This design comes from an exercise in tuning for small area, a short achievable clock period and few clock cycles per item on the open sky130 flow, not from production work.
The RTL was checked by simulation tests, not by an equivalence proof against the original design.
Power and IR drop assume default switching activity.

==> inputs of trial 90 <==
==> flow/design.v <==
package fmbq_pkg;
    localparam int FUNC_W = 3;
    localparam int VAL_W  = 32;
    localparam int STAT_W = 2;
    localparam int IN_W   = ((VAL_W + 7) / 8) * 8;
    localparam logic [FUNC_W-1:0] FN_PUSH_FRONT  = 3'd0;
    localparam logic [FUNC_W-1:0] FN_PUSH_MIDDLE = 3'd1;
    localparam logic [FUNC_W-1:0] FN_PUSH_BACK   = 3'd2;
    localparam logic [FUNC_W-1:0] FN_POP_FRONT   = 3'd3;
    localparam logic [FUNC_W-1:0] FN_POP_MIDDLE  = 3'd4;
    localparam logic [FUNC_W-1:0] FN_POP_BACK    = 3'd5;
    localparam logic [STAT_W-1:0] ST_DONE  = 2'd0;
    localparam logic [STAT_W-1:0] ST_EMPTY = 2'd1;
    localparam logic [STAT_W-1:0] ST_FULL  = 2'd2;
endpackage
module fmbq_half #(
    parameter int N = 32,
    parameter int W = 32,
    localparam int AW = $clog2(N)
) (
    input  logic         clk,
    input  logic         rst_n,
    input  logic         wr_head,        
    input  logic         wr_tail,        
    input  logic         pop_head,       
    input  logic         pop_top,        
    input  logic         wr_head_next,   
    input  logic         wr_tail_next,   
    input  logic         fire,           
    input  logic         rd_head_next,   
    input  logic [W-1:0] wd,
    output logic [W-1:0] rd_val
);
    logic [AW-1:0] h_reg, t_reg, h_nx, t_nx;
    logic [N-1:0]  h_dec, t_dec;
    logic [N-1:0]  h_oh, t_oh;   
    logic [N-1:0]  r_oh, w_oh;   
    logic [W-1:0]  mem [N];
    always_comb
    begin
        h_nx = h_reg;
        if (wr_head)
            h_nx = h_reg - AW'(1);
        else if (pop_head)
            h_nx = h_reg + AW'(1);
        t_nx = t_reg;
        if (wr_tail)
            t_nx = t_reg + AW'(1);
        else if (pop_top)
            t_nx = t_reg - AW'(1);
        for (int i = 0; i < N; i++)
        begin
            h_dec[i] = (h_reg == AW'(i));
            t_dec[i] = (t_reg == AW'(i));
        end
        h_oh = h_dec;
        if (wr_head)
            h_oh = {h_dec[0], h_dec[N-1:1]};
        else if (pop_head)
            h_oh = {h_dec[N-2:0], h_dec[N-1]};
        t_oh = t_dec;
        if (wr_tail)
            t_oh = {t_dec[N-2:0], t_dec[N-1]};
        else if (pop_top)
            t_oh = {t_dec[0], t_dec[N-1:1]};
    end
    always_ff @(posedge clk or negedge rst_n)
    begin
        if (!rst_n)
        begin
            h_reg <= '0;
            t_reg <= '0;
        end
        else
        begin
            h_reg <= h_nx;
            t_reg <= t_nx;
        end
    end
    always_ff @(posedge clk)
    begin
        for (int i = 0; i < N; i++)
        begin
            r_oh[i] <= rd_head_next ? h_oh[i] : t_oh[(i + 1) % N];
            w_oh[i] <= (wr_head_next && h_oh[(i + 1) % N]) || (wr_tail_next && t_oh[i]);
        end
    end
    for (genvar i = 0; i < N; i++)
    begin : g_slot
        always_ff @(posedge clk)
        begin
            if (w_oh[i] && fire)
                mem[i] <= wd;
        end
    end
    always_comb
    begin
        rd_val = '0;
        for (int i = 0; i < N; i++)
            rd_val = rd_val | ({W{r_oh[i]}} & mem[i]);
    end
endmodule
module fmbq_datapath #(
    parameter int DEPTH = 64,
    localparam int CW = $clog2(DEPTH + 1),
    localparam int OUT_W = ((fmbq_pkg::VAL_W + CW + 7) / 8) * 8
) (
    input  logic                         clk,
    input  logic                         rst_n,
    input  logic [fmbq_pkg::FUNC_W-1:0]  s_tuser,
    input  logic [fmbq_pkg::IN_W-1:0]    s_tdata,
    output logic [OUT_W-1:0]             m_tdata,
    output logic [fmbq_pkg::STAT_W-1:0]  m_tuser,
    input  logic                         take,
    input  logic                         fire,
    input  logic                         fire_next,
    input  logic                         ld0_res,
    input  logic                         ld0_s1
);
    localparam int VW = fmbq_pkg::VAL_W;
    localparam int RW = fmbq_pkg::STAT_W + CW + VW;
    function automatic logic [3:0] writes(input logic [fmbq_pkg::FUNC_W-1:0] f,
                                          input logic o, input logic e, input logic n1,
                                          input logic fl);
        logic pf, pm, pb, qf, qb;
        pf = (f == fmbq_pkg::FN_PUSH_FRONT) && !fl;
        pm = (f == fmbq_pkg::FN_PUSH_MIDDLE) && !fl;
        pb = (f == fmbq_pkg::FN_PUSH_BACK) && !fl;
        qf = (f == fmbq_pkg::FN_POP_FRONT) && !e;
        qb = (f == fmbq_pkg::FN_POP_BACK) && !e;
        writes = {pf && !e, o && (pm || pb || (qf && !n1)), pb, !o && (pm || pf || qb)};
    endfunction
    function automatic logic [3:0] drops(input logic [fmbq_pkg::FUNC_W-1:0] f,
                                         input logic o, input logic e, input logic n1,
                                         input logic fl);
        logic pf, pb, qf, qm, qb;
        pf = (f == fmbq_pkg::FN_PUSH_FRONT) && !fl;
        pb = (f == fmbq_pkg::FN_PUSH_BACK) && !fl;
        qf = (f == fmbq_pkg::FN_POP_FRONT) && !e;
        qm = (f == fmbq_pkg::FN_POP_MIDDLE) && !e;
        qb = (f == fmbq_pkg::FN_POP_BACK) && !e;
        drops = {qf && !n1, !o && !e && (pf || qm || qb), qb, o && (pb || qm || qf)};
    endfunction
    logic [fmbq_pkg::FUNC_W-1:0] fn_reg, fn_next;
    logic [VW-1:0]               din_reg;
    assign fn_next = take ? s_tuser : fn_reg;
    always_ff @(posedge clk)
    begin
        fn_reg <= fn_next;
        if (take)
            din_reg <= s_tdata[VW-1:0];
    end
    logic [CW-1:0] n_reg, n_next, n_upd;
    logic          odd, empty, one, full;
    logic          empty_next, one_next, full_next;
    logic          empty_upd, one_upd, full_upd;
    logic          inc, dec;
    assign odd = n_reg[0];
    logic is_pf, is_pm, is_pb, is_qf, is_qm, is_qb;
    assign is_pf = (fn_reg == fmbq_pkg::FN_PUSH_FRONT);
    assign is_pm = (fn_reg == fmbq_pkg::FN_PUSH_MIDDLE);
    assign is_pb = (fn_reg == fmbq_pkg::FN_PUSH_BACK);
    assign is_qf = (fn_reg == fmbq_pkg::FN_POP_FRONT);
    assign is_qm = (fn_reg == fmbq_pkg::FN_POP_MIDDLE);
    assign is_qb = (fn_reg == fmbq_pkg::FN_POP_BACK);
    logic          f_wr_head, f_wr_tail, f_pop_head, f_pop_top;
    logic          b_wr_head, b_wr_tail, b_pop_head, b_pop_top;
    logic [3:0]    wr_now, wr_next, dr_now, dr_next;
    logic [VW-1:0] f_wd, b_wd;
    logic [VW-1:0] f_rd, b_rd;
    logic [3:0] wr_cls;
    assign wr_cls  = writes(fn_next, n_upd[0], empty_upd, one_upd, full_upd);
    assign wr_next = fire_next ? wr_cls : 4'b0000;
    assign dr_next = fire_next ? drops(fn_next, n_upd[0], empty_upd, one_upd, full_upd) :
                                 4'b0000;
    always_ff @(posedge clk or negedge rst_n)
    begin
        if (!rst_n)
        begin
            wr_now <= 4'b0000;
            dr_now <= 4'b0000;
        end
        else
        begin
            wr_now <= wr_next;
            dr_now <= dr_next;
        end
    end
    assign {f_wr_head, f_wr_tail, b_wr_head, b_wr_tail} = wr_now;
    assign {f_pop_head, f_pop_top, b_pop_head, b_pop_top} = dr_now;
    logic f_wd_din, b_wd_din;
    always_ff @(posedge clk)
    begin
        f_wd_din <= (fn_next == fmbq_pkg::FN_PUSH_FRONT) || (fn_next == fmbq_pkg::FN_PUSH_MIDDLE);
        b_wd_din <= (fn_next == fmbq_pkg::FN_PUSH_BACK) || (fn_next == fmbq_pkg::FN_PUSH_MIDDLE) ||
                    empty_upd;
    end
    assign f_wd = f_wd_din ? din_reg : b_rd;
    assign b_wd = b_wd_din ? din_reg : f_rd;
    fmbq_half #(.N(DEPTH / 2), .W(VW)) u_f (
        .clk          (clk),
        .rst_n        (rst_n),
        .wr_head      (f_wr_head),
        .wr_tail      (f_wr_tail),
        .pop_head     (f_pop_head),
        .pop_top      (f_pop_top),
        .wr_head_next (wr_cls[3]),
        .wr_tail_next (wr_cls[2]),
        .fire         (fire),
        .rd_head_next (fn_next == fmbq_pkg::FN_POP_FRONT),
        .wd           (f_wd),
        .rd_val       (f_rd)
    );
    fmbq_half #(.N(DEPTH / 2), .W(VW)) u_b (
        .clk          (clk),
        .rst_n        (rst_n),
        .wr_head      (b_wr_head),
        .wr_tail      (b_wr_tail),
        .pop_head     (b_pop_head),
        .pop_top      (b_pop_top),
        .wr_head_next (wr_cls[1]),
        .wr_tail_next (wr_cls[0]),
        .fire         (fire),
        .rd_head_next (fn_next == fmbq_pkg::FN_POP_BACK),
        .wd           (b_wd),
        .rd_val       (b_rd)
    );
    logic [VW-1:0]               r_val;
    logic [fmbq_pkg::STAT_W-1:0] r_st;
    logic                        is_push, is_pop;
    assign is_push = is_pf || is_pm || is_pb;
    assign is_pop  = is_qf || is_qm || is_qb;
    assign inc = is_push && !full;
    assign dec = is_pop && !empty;
    always_comb
    begin
        n_next     = n_reg;
        empty_next = empty;
        one_next   = one;
        full_next  = full;
        if (inc)
        begin
            n_next     = n_reg + CW'(1);
            empty_next = 1'b0;
            one_next   = empty;
            full_next  = (n_reg == CW'(DEPTH - 1));
        end
        else if (dec)
        begin
            n_next     = n_reg - CW'(1);
            empty_next = one;
            one_next   = (n_reg == CW'(2));
            full_next  = 1'b0;
        end
        r_st = fmbq_pkg::ST_DONE;
        if (is_push && full)
            r_st = fmbq_pkg::ST_FULL;
        else if (is_pop && empty)
            r_st = fmbq_pkg::ST_EMPTY;
        r_val = '0;
        if (is_pop)
        begin
            if (empty)
                r_val = '1;
            else if (is_qb || (is_qm && odd) || one)
                r_val = b_rd;
            else
                r_val = f_rd;
        end
    end
    assign n_upd     = fire ? n_next : n_reg;
    assign empty_upd = fire ? empty_next : empty;
    assign one_upd   = fire ? one_next : one;
    assign full_upd  = fire ? full_next : full;
    always_ff @(posedge clk or negedge rst_n)
    begin
        if (!rst_n)
        begin
            n_reg <= '0;
            empty <= 1'b1;
            one   <= 1'b0;
            full  <= 1'b0;
        end
        else
        begin
            n_reg <= n_upd;
            empty <= empty_upd;
            one   <= one_upd;
            full  <= full_upd;
        end
    end
    logic [RW-1:0] res, slot0, slot1;
    logic          hold0;
    assign res   = {r_st, n_next, r_val};
    assign hold0 = !ld0_res && !ld0_s1;
    always_ff @(posedge clk)
    begin
        if (fire)
            slot1 <= res;
        slot0 <= ({RW{ld0_res}} & res) | ({RW{ld0_s1}} & slot1) | ({RW{hold0}} & slot0);
    end
    assign m_tdata = OUT_W'(slot0[CW+VW-1:0]);
    assign m_tuser = slot0[RW-1:CW+VW];
endmodule
module fmbq_ctrl (
    input  logic clk,
    input  logic rst_n,
    input  logic s_tvalid,
    output logic s_tready,
    input  logic m_tready,
    output logic m_tvalid,
    output logic take,       
    output logic fire,       
    output logic fire_next,  
    output logic ld0_res,    
    output logic ld0_s1      
);
    logic op_valid;
    logic oc1;               
    logic oc2;               
    logic op_valid_next, oc1_next, oc2_next;
    logic ready;             
    assign s_tready = ready;
    assign take     = s_tvalid && ready;
    assign fire     = op_valid && !oc2;
    assign m_tvalid = oc1;
    assign ld0_res  = fire && (!oc1 || m_tready);
    assign ld0_s1   = oc2 && m_tready;
    assign op_valid_next = take || (op_valid && !fire);
    assign oc1_next      = fire || oc2 || (oc1 && !m_tready);
    assign oc2_next      = (oc2 && !m_tready) || (fire && oc1 && !m_tready);
    assign fire_next     = op_valid_next && !oc2_next;
    always_ff @(posedge clk or negedge rst_n)
    begin
        if (!rst_n)
        begin
            op_valid <= 1'b0;
            oc1      <= 1'b0;
            oc2      <= 1'b0;
            ready    <= 1'b1;
        end
        else
        begin
            op_valid <= op_valid_next;
            oc1      <= oc1_next;
            oc2      <= oc2_next;
            ready    <= !op_valid_next || !oc2_next;
        end
    end
endmodule
module front_middle_back_queue_top #(
    parameter int DEPTH = 64,
    localparam int CW = $clog2(DEPTH + 1),
    localparam int OUT_W = ((fmbq_pkg::VAL_W + CW + 7) / 8) * 8
) (
    input  logic                         clk,
    input  logic                         rst_n,
    input  logic                         s_tvalid,
    output logic                         s_tready,
    input  logic [fmbq_pkg::IN_W-1:0]    s_tdata,
    input  logic [fmbq_pkg::FUNC_W-1:0]  s_tuser,
    output logic                         m_tvalid,
    input  logic                         m_tready,
    output logic [OUT_W-1:0]             m_tdata,
    output logic [fmbq_pkg::STAT_W-1:0]  m_tuser
);
    logic take, fire, fire_next, ld0_res, ld0_s1;
    fmbq_ctrl u_ctrl (
        .clk      (clk),
        .rst_n    (rst_n),
        .s_tvalid (s_tvalid),
        .s_tready (s_tready),
        .m_tready (m_tready),
        .m_tvalid (m_tvalid),
        .take     (take),
        .fire      (fire),
        .fire_next (fire_next),
        .ld0_res   (ld0_res),
        .ld0_s1    (ld0_s1)
    );
    fmbq_datapath #(
        .DEPTH (DEPTH)
    ) u_datapath (
        .clk      (clk),
        .rst_n    (rst_n),
        .s_tuser  (s_tuser),
        .s_tdata  (s_tdata),
        .m_tdata  (m_tdata),
        .m_tuser  (m_tuser),
        .take     (take),
        .fire      (fire),
        .fire_next (fire_next),
        .ld0_res   (ld0_res),
        .ld0_s1    (ld0_s1)
    );
endmodule
==> flow/flow/run.sh <==
#!/bin/bash
# Layout flow: the standard ORFS flow (standard.sh), unchanged except for three settings of
# how the layout is made: the port buffers that buffer_ports inserts on every input and output
# are sky130_fd_sc_hd__buf_4 cells (the default choice is a slow delay buffer); the resizer may
# swap a cell for one of another footprint when it repairs timing (MATCH_CELL_FOOTPRINT=0); and
# the floorplan step, whose timing repair only has wire-load estimates, repairs with no extra
# setup margin (SETUP_SLACK_MARGIN=0) while the later repairs use config.mk's margin.
# The make output goes to flow_make_*.log in this folder; each ORFS step logs under orfs/logs/.
set -euo pipefail
ARGS=(MATCH_CELL_FOOTPRINT=0 "BUFFER_PORTS_ARGS=-buffer_cell sky130_fd_sc_hd__buf_4")
bash standard.sh "${ARGS[@]}" SETUP_SLACK_MARGIN=0 floorplan > flow_make_floorplan.log 2>&1
bash standard.sh "${ARGS[@]}" finish > flow_make_finish.log 2>&1
==> flow/standard.sh <==
#!/bin/bash
# synth_recipe.tcl (not shown) runs the flow's synth.tcl, then flattens the netlist and writes it again
# the make line also repeats each setting of config.mk as NAME=value (left out here)
make -C /OpenROAD-flow-scripts/flow DESIGN_CONFIG=/design/flow/config.mk WORK_HOME=/design/flow/orfs CLKGATE_MAP_FILE= SYNTH_SCRIPT=/design/flow/synth_recipe.tcl "${@:-finish}"
==> flow/config.mk <==
export PLATFORM = sky130hd
export DESIGN_NAME = front_middle_back_queue_top
export DESIGN_NICKNAME = front_middle_back_queue_top
export VERILOG_FILES = /design/flow/design.v
export SDC_FILE = /design/flow/constraint.sdc
export NUM_CORES = 4
export LEC_CHECK = 0
export CAP_MARGIN = 20
export CORE_MARGIN = 2
export CORE_UTILIZATION = 40
export CTS_CLUSTER_DIAMETER = 100
export CTS_CLUSTER_SIZE = 30
export SETUP_SLACK_MARGIN = 3.5
export SLEW_MARGIN = 20
export TNS_END_PERCENT = 5
==> flow/constraint.sdc <==
create_clock -name core_clock -period 7.0 [get_ports {clk}]
set_input_delay 1.4000 -clock core_clock [delete_from_list [all_inputs] [get_ports {clk}]]
set_output_delay 1.4000 -clock core_clock [all_outputs]
set_load 0.01 [all_outputs]
==> inputs of build 33, as changes to trial 90 <==
--- a/flow/design.v
+++ b/flow/design.v
@@ -27,5 +27,4 @@
     input  logic         wr_head_next,   
     input  logic         wr_tail_next,   
-    input  logic         fire,           
     input  logic         rd_head_next,   
     input  logic [W-1:0] wd,
@@ -33,5 +32,4 @@
 );
     logic [AW-1:0] h_reg, t_reg, h_nx, t_nx;
-    logic [N-1:0]  h_dec, t_dec;
     logic [N-1:0]  h_oh, t_oh;   
     logic [N-1:0]  r_oh, w_oh;   
@@ -51,17 +49,7 @@
         for (int i = 0; i < N; i++)
         begin
-            h_dec[i] = (h_reg == AW'(i));
-            t_dec[i] = (t_reg == AW'(i));
+            h_oh[i] = (h_nx == AW'(i));
+            t_oh[i] = (t_nx == AW'(i));
         end
-        h_oh = h_dec;
-        if (wr_head)
-            h_oh = {h_dec[0], h_dec[N-1:1]};
-        else if (pop_head)
-            h_oh = {h_dec[N-2:0], h_dec[N-1]};
-        t_oh = t_dec;
-        if (wr_tail)
-            t_oh = {t_dec[N-2:0], t_dec[N-1]};
-        else if (pop_top)
-            t_oh = {t_dec[0], t_dec[N-1:1]};
     end
     always_ff @(posedge clk or negedge rst_n)
@@ -90,5 +78,5 @@
         always_ff @(posedge clk)
         begin
-            if (w_oh[i] && fire)
+            if (w_oh[i])
                 mem[i] <= wd;
         end
@@ -131,15 +119,4 @@
         writes = {pf && !e, o && (pm || pb || (qf && !n1)), pb, !o && (pm || pf || qb)};
     endfunction
-    function automatic logic [3:0] drops(input logic [fmbq_pkg::FUNC_W-1:0] f,
-                                         input logic o, input logic e, input logic n1,
-                                         input logic fl);
-        logic pf, pb, qf, qm, qb;
-        pf = (f == fmbq_pkg::FN_PUSH_FRONT) && !fl;
-        pb = (f == fmbq_pkg::FN_PUSH_BACK) && !fl;
-        qf = (f == fmbq_pkg::FN_POP_FRONT) && !e;
-        qm = (f == fmbq_pkg::FN_POP_MIDDLE) && !e;
-        qb = (f == fmbq_pkg::FN_POP_BACK) && !e;
-        drops = {qf && !n1, !o && !e && (pf || qm || qb), qb, o && (pb || qm || qf)};
-    endfunction
     logic [fmbq_pkg::FUNC_W-1:0] fn_reg, fn_next;
     logic [VW-1:0]               din_reg;
@@ -158,4 +135,5 @@
     assign odd = n_reg[0];
     logic is_pf, is_pm, is_pb, is_qf, is_qm, is_qb;
+    logic push_f, push_m, push_b, pop_f, pop_m, pop_b;
     assign is_pf = (fn_reg == fmbq_pkg::FN_PUSH_FRONT);
     assign is_pm = (fn_reg == fmbq_pkg::FN_PUSH_MIDDLE);
@@ -164,29 +142,23 @@
     assign is_qm = (fn_reg == fmbq_pkg::FN_POP_MIDDLE);
     assign is_qb = (fn_reg == fmbq_pkg::FN_POP_BACK);
+    assign push_f = fire && is_pf && !full;
+    assign push_m = fire && is_pm && !full;
+    assign push_b = fire && is_pb && !full;
+    assign pop_f  = fire && is_qf && !empty;
+    assign pop_m  = fire && is_qm && !empty;
+    assign pop_b  = fire && is_qb && !empty;
     logic          f_wr_head, f_wr_tail, f_pop_head, f_pop_top;
     logic          b_wr_head, b_wr_tail, b_pop_head, b_pop_top;
-    logic [3:0]    wr_now, wr_next, dr_now, dr_next;
+    logic [3:0]    wr_now, wr_next;
     logic [VW-1:0] f_wd, b_wd;
     logic [VW-1:0] f_rd, b_rd;
-    logic [3:0] wr_cls;
-    assign wr_cls  = writes(fn_next, n_upd[0], empty_upd, one_upd, full_upd);
-    assign wr_next = fire_next ? wr_cls : 4'b0000;
-    assign dr_next = fire_next ? drops(fn_next, n_upd[0], empty_upd, one_upd, full_upd) :
+    assign wr_now  = fire ? writes(fn_reg, odd, empty, one, full) : 4'b0000;
+    assign wr_next = fire_next ? writes(fn_next, n_upd[0], empty_upd, one_upd, full_upd) :
                                  4'b0000;
-    always_ff @(posedge clk or negedge rst_n)
-    begin
-        if (!rst_n)
-        begin
-            wr_now <= 4'b0000;
-            dr_now <= 4'b0000;
-        end
-        else
-        begin
-            wr_now <= wr_next;
-            dr_now <= dr_next;
-        end
-    end
     assign {f_wr_head, f_wr_tail, b_wr_head, b_wr_tail} = wr_now;
-    assign {f_pop_head, f_pop_top, b_pop_head, b_pop_top} = dr_now;
+    assign f_pop_head = pop_f && !one;
+    assign f_pop_top  = !odd && !empty && (push_f || pop_m || pop_b);
+    assign b_pop_head = pop_b;
+    assign b_pop_top  = odd && (push_b || pop_m || pop_f);
     logic f_wd_din, b_wd_din;
     always_ff @(posedge clk)
@@ -205,7 +177,6 @@
         .pop_head     (f_pop_head),
         .pop_top      (f_pop_top),
-        .wr_head_next (wr_cls[3]),
-        .wr_tail_next (wr_cls[2]),
-        .fire         (fire),
+        .wr_head_next (wr_next[3]),
+        .wr_tail_next (wr_next[2]),
         .rd_head_next (fn_next == fmbq_pkg::FN_POP_FRONT),
         .wd           (f_wd),
@@ -219,7 +190,6 @@
         .pop_head     (b_pop_head),
         .pop_top      (b_pop_top),
-        .wr_head_next (wr_cls[1]),
-        .wr_tail_next (wr_cls[0]),
-        .fire         (fire),
+        .wr_head_next (wr_next[1]),
+        .wr_tail_next (wr_next[0]),
         .rd_head_next (fn_next == fmbq_pkg::FN_POP_BACK),
         .wd           (b_wd),
@@ -320,7 +290,6 @@
     logic oc2;               
     logic op_valid_next, oc1_next, oc2_next;
-    logic ready;             
-    assign s_tready = ready;
-    assign take     = s_tvalid && ready;
+    assign s_tready = !op_valid || !oc2;
+    assign take     = s_tvalid && s_tready;
     assign fire     = op_valid && !oc2;
     assign m_tvalid = oc1;
@@ -338,5 +307,4 @@
             oc1      <= 1'b0;
             oc2      <= 1'b0;
-            ready    <= 1'b1;
         end
         else
@@ -345,5 +313,4 @@
             oc1      <= oc1_next;
             oc2      <= oc2_next;
-            ready    <= !op_valid_next || !oc2_next;
         end
     end
--- a/flow/config.mk
+++ b/flow/config.mk
@@ -9,7 +9,5 @@
 export CORE_MARGIN = 2
 export CORE_UTILIZATION = 40
-export CTS_CLUSTER_DIAMETER = 100
-export CTS_CLUSTER_SIZE = 30
-export SETUP_SLACK_MARGIN = 3.5
+export SETUP_SLACK_MARGIN = 4.5
 export SLEW_MARGIN = 20
 export TNS_END_PERCENT = 5
==> inputs of trial 15, as changes to trial 90 <==
--- a/flow/design.v
+++ b/flow/design.v
@@ -27,5 +27,4 @@
     input  logic         wr_head_next,   
     input  logic         wr_tail_next,   
-    input  logic         fire,           
     input  logic         rd_head_next,   
     input  logic [W-1:0] wd,
@@ -33,5 +32,4 @@
 );
     logic [AW-1:0] h_reg, t_reg, h_nx, t_nx;
-    logic [N-1:0]  h_dec, t_dec;
     logic [N-1:0]  h_oh, t_oh;   
     logic [N-1:0]  r_oh, w_oh;   
@@ -51,17 +49,7 @@
         for (int i = 0; i < N; i++)
         begin
-            h_dec[i] = (h_reg == AW'(i));
-            t_dec[i] = (t_reg == AW'(i));
+            h_oh[i] = (h_nx == AW'(i));
+            t_oh[i] = (t_nx == AW'(i));
         end
-        h_oh = h_dec;
-        if (wr_head)
-            h_oh = {h_dec[0], h_dec[N-1:1]};
-        else if (pop_head)
-            h_oh = {h_dec[N-2:0], h_dec[N-1]};
-        t_oh = t_dec;
-        if (wr_tail)
-            t_oh = {t_dec[N-2:0], t_dec[N-1]};
-        else if (pop_top)
-            t_oh = {t_dec[0], t_dec[N-1:1]};
     end
     always_ff @(posedge clk or negedge rst_n)
@@ -90,5 +78,5 @@
         always_ff @(posedge clk)
         begin
-            if (w_oh[i] && fire)
+            if (w_oh[i])
                 mem[i] <= wd;
         end
@@ -131,15 +119,4 @@
         writes = {pf && !e, o && (pm || pb || (qf && !n1)), pb, !o && (pm || pf || qb)};
     endfunction
-    function automatic logic [3:0] drops(input logic [fmbq_pkg::FUNC_W-1:0] f,
-                                         input logic o, input logic e, input logic n1,
-                                         input logic fl);
-        logic pf, pb, qf, qm, qb;
-        pf = (f == fmbq_pkg::FN_PUSH_FRONT) && !fl;
-        pb = (f == fmbq_pkg::FN_PUSH_BACK) && !fl;
-        qf = (f == fmbq_pkg::FN_POP_FRONT) && !e;
-        qm = (f == fmbq_pkg::FN_POP_MIDDLE) && !e;
-        qb = (f == fmbq_pkg::FN_POP_BACK) && !e;
-        drops = {qf && !n1, !o && !e && (pf || qm || qb), qb, o && (pb || qm || qf)};
-    endfunction
     logic [fmbq_pkg::FUNC_W-1:0] fn_reg, fn_next;
     logic [VW-1:0]               din_reg;
@@ -158,4 +135,5 @@
     assign odd = n_reg[0];
     logic is_pf, is_pm, is_pb, is_qf, is_qm, is_qb;
+    logic push_f, push_m, push_b, pop_f, pop_m, pop_b;
     assign is_pf = (fn_reg == fmbq_pkg::FN_PUSH_FRONT);
     assign is_pm = (fn_reg == fmbq_pkg::FN_PUSH_MIDDLE);
@@ -164,29 +142,23 @@
     assign is_qm = (fn_reg == fmbq_pkg::FN_POP_MIDDLE);
     assign is_qb = (fn_reg == fmbq_pkg::FN_POP_BACK);
+    assign push_f = fire && is_pf && !full;
+    assign push_m = fire && is_pm && !full;
+    assign push_b = fire && is_pb && !full;
+    assign pop_f  = fire && is_qf && !empty;
+    assign pop_m  = fire && is_qm && !empty;
+    assign pop_b  = fire && is_qb && !empty;
     logic          f_wr_head, f_wr_tail, f_pop_head, f_pop_top;
     logic          b_wr_head, b_wr_tail, b_pop_head, b_pop_top;
-    logic [3:0]    wr_now, wr_next, dr_now, dr_next;
+    logic [3:0]    wr_now, wr_next;
     logic [VW-1:0] f_wd, b_wd;
     logic [VW-1:0] f_rd, b_rd;
-    logic [3:0] wr_cls;
-    assign wr_cls  = writes(fn_next, n_upd[0], empty_upd, one_upd, full_upd);
-    assign wr_next = fire_next ? wr_cls : 4'b0000;
-    assign dr_next = fire_next ? drops(fn_next, n_upd[0], empty_upd, one_upd, full_upd) :
+    assign wr_now  = fire ? writes(fn_reg, odd, empty, one, full) : 4'b0000;
+    assign wr_next = fire_next ? writes(fn_next, n_upd[0], empty_upd, one_upd, full_upd) :
                                  4'b0000;
-    always_ff @(posedge clk or negedge rst_n)
-    begin
-        if (!rst_n)
-        begin
-            wr_now <= 4'b0000;
-            dr_now <= 4'b0000;
-        end
-        else
-        begin
-            wr_now <= wr_next;
-            dr_now <= dr_next;
-        end
-    end
     assign {f_wr_head, f_wr_tail, b_wr_head, b_wr_tail} = wr_now;
-    assign {f_pop_head, f_pop_top, b_pop_head, b_pop_top} = dr_now;
+    assign f_pop_head = pop_f && !one;
+    assign f_pop_top  = !odd && !empty && (push_f || pop_m || pop_b);
+    assign b_pop_head = pop_b;
+    assign b_pop_top  = odd && (push_b || pop_m || pop_f);
     logic f_wd_din, b_wd_din;
     always_ff @(posedge clk)
@@ -205,7 +177,6 @@
         .pop_head     (f_pop_head),
         .pop_top      (f_pop_top),
-        .wr_head_next (wr_cls[3]),
-        .wr_tail_next (wr_cls[2]),
-        .fire         (fire),
+        .wr_head_next (wr_next[3]),
+        .wr_tail_next (wr_next[2]),
         .rd_head_next (fn_next == fmbq_pkg::FN_POP_FRONT),
         .wd           (f_wd),
@@ -219,7 +190,6 @@
         .pop_head     (b_pop_head),
         .pop_top      (b_pop_top),
-        .wr_head_next (wr_cls[1]),
-        .wr_tail_next (wr_cls[0]),
-        .fire         (fire),
+        .wr_head_next (wr_next[1]),
+        .wr_tail_next (wr_next[0]),
         .rd_head_next (fn_next == fmbq_pkg::FN_POP_BACK),
         .wd           (b_wd),
@@ -320,7 +290,6 @@
     logic oc2;               
     logic op_valid_next, oc1_next, oc2_next;
-    logic ready;             
-    assign s_tready = ready;
-    assign take     = s_tvalid && ready;
+    assign s_tready = !op_valid || !oc2;
+    assign take     = s_tvalid && s_tready;
     assign fire     = op_valid && !oc2;
     assign m_tvalid = oc1;
@@ -338,5 +307,4 @@
             oc1      <= 1'b0;
             oc2      <= 1'b0;
-            ready    <= 1'b1;
         end
         else
@@ -345,5 +313,4 @@
             oc1      <= oc1_next;
             oc2      <= oc2_next;
-            ready    <= !op_valid_next || !oc2_next;
         end
     end
--- a/flow/config.mk
+++ b/flow/config.mk
@@ -9,6 +9,4 @@
 export CORE_MARGIN = 2
 export CORE_UTILIZATION = 40
-export CTS_CLUSTER_DIAMETER = 100
-export CTS_CLUSTER_SIZE = 30
 export SETUP_SLACK_MARGIN = 3.5
 export SLEW_MARGIN = 20
==> reports/metrics.csv <==
stage,metric,value,unit
critical_path,Critical Path Stages,5,
worst_hold_path,Hold EP,u_datapath.slot0[39],
critical_path,"delay-heaviest family, CP",buffers and inverters,
clock_network,cts repair resizes,4,
layout,Layout area overhead,8.95,%
layout,fraction of area in multi-input gates,18.7,%
layout,Non-clk invs,73,
floorplan,die span in y,470,µm
layout,area occupied by multi-input gates,17600,µm²
power_and_ir_drop,Comb power frac,30.9,%
layout,fraction of layout cells with a size suffix above 1,13.3,%
critical_path,CP max FO,64,
critical_path,crit path buf inv count,3,
status,status,finished clean,
critical_path,"Arr. time, crit path",3.89,ns
route,DR pass1 iterations,6,
-- figures above: trial 90

==> reports/metrics.csv <==
stage,metric,value,unit
status,status,finished clean,
clock_network,cts repair resizes,12,
power_and_ir_drop,Comb power frac,30.0,%
critical_path,"Arr. time, crit path",4.16,ns
critical_path,"delay-heaviest family, CP",simple AND/OR/NAND/NOR gates,
layout,Non-clk invs,30,
layout,fraction of layout cells with a size suffix above 1,14.3,%
floorplan,die span in y,464,µm
route,DR pass1 iterations,8,
critical_path,CP max FO,25,
layout,area occupied by multi-input gates,15600,µm²
layout,fraction of area in multi-input gates,16.3,%
critical_path,Critical Path Stages,7,
-- figures above: trial 15

==> reports/metrics.csv <==
stage,metric,value,unit
floorplan,die span in y,464,µm
clock_network,cts repair resizes,290,
status,status,finished clean,
route,DR pass1 iterations,8,
critical_path,"Arr. time, crit path",1.56,ns
layout,Non-clk invs,32,
layout,Layout area overhead,16.3,%
power_and_ir_drop,Comb power frac,31.5,%
layout,area occupied by multi-input gates,17000,µm²
layout,fraction of area in multi-input gates,17.2,%
-- figures above: build 33

Testbench counts of trial 90, summed over its fixed seeds: cycles 12,016, items 12,000.
Testbench counts of build 33, summed over its fixed seeds: cycles 12,016, items 12,000.
Testbench counts of trial 15, summed over its fixed seeds: cycles 12,016, items 12,000.

==> separate check: timing with driven ports <==
The results above use ideal ports. As a check the final layouts listed here were re-extracted and re-timed, cells and wires unchanged. Step 1 assumes that a clkbuf_16 drives the clock port and a buf_2 every other input. Step 2 times the ports against the registers' clock, not the clock port: input delays grow and output delays shrink by t, the midpoint of the rising clock arrivals with the driver on. a / b / c = ideal ports / drivers / drivers and shift; a / b = the first two.
run | t, ns | slack for setup (ns) | clock arrival spread, ns
trial 90 | 0.843 | 3.503 / 3.503 / 2.902 | 0.042 / 0.042
build 33 | 0.951 | 4.043 / 3.962 / 3.363 | 0.046 / 0.046
trial 15 | 0.955 | 3.612 / 3.612 / 2.824 | 0.045 / 0.046
After both steps setup and hold are still met in every run listed. For trial 15, which loses most, drivers alone change the setup slack by 0.000 ns; drivers and shift together by -0.788 ns.
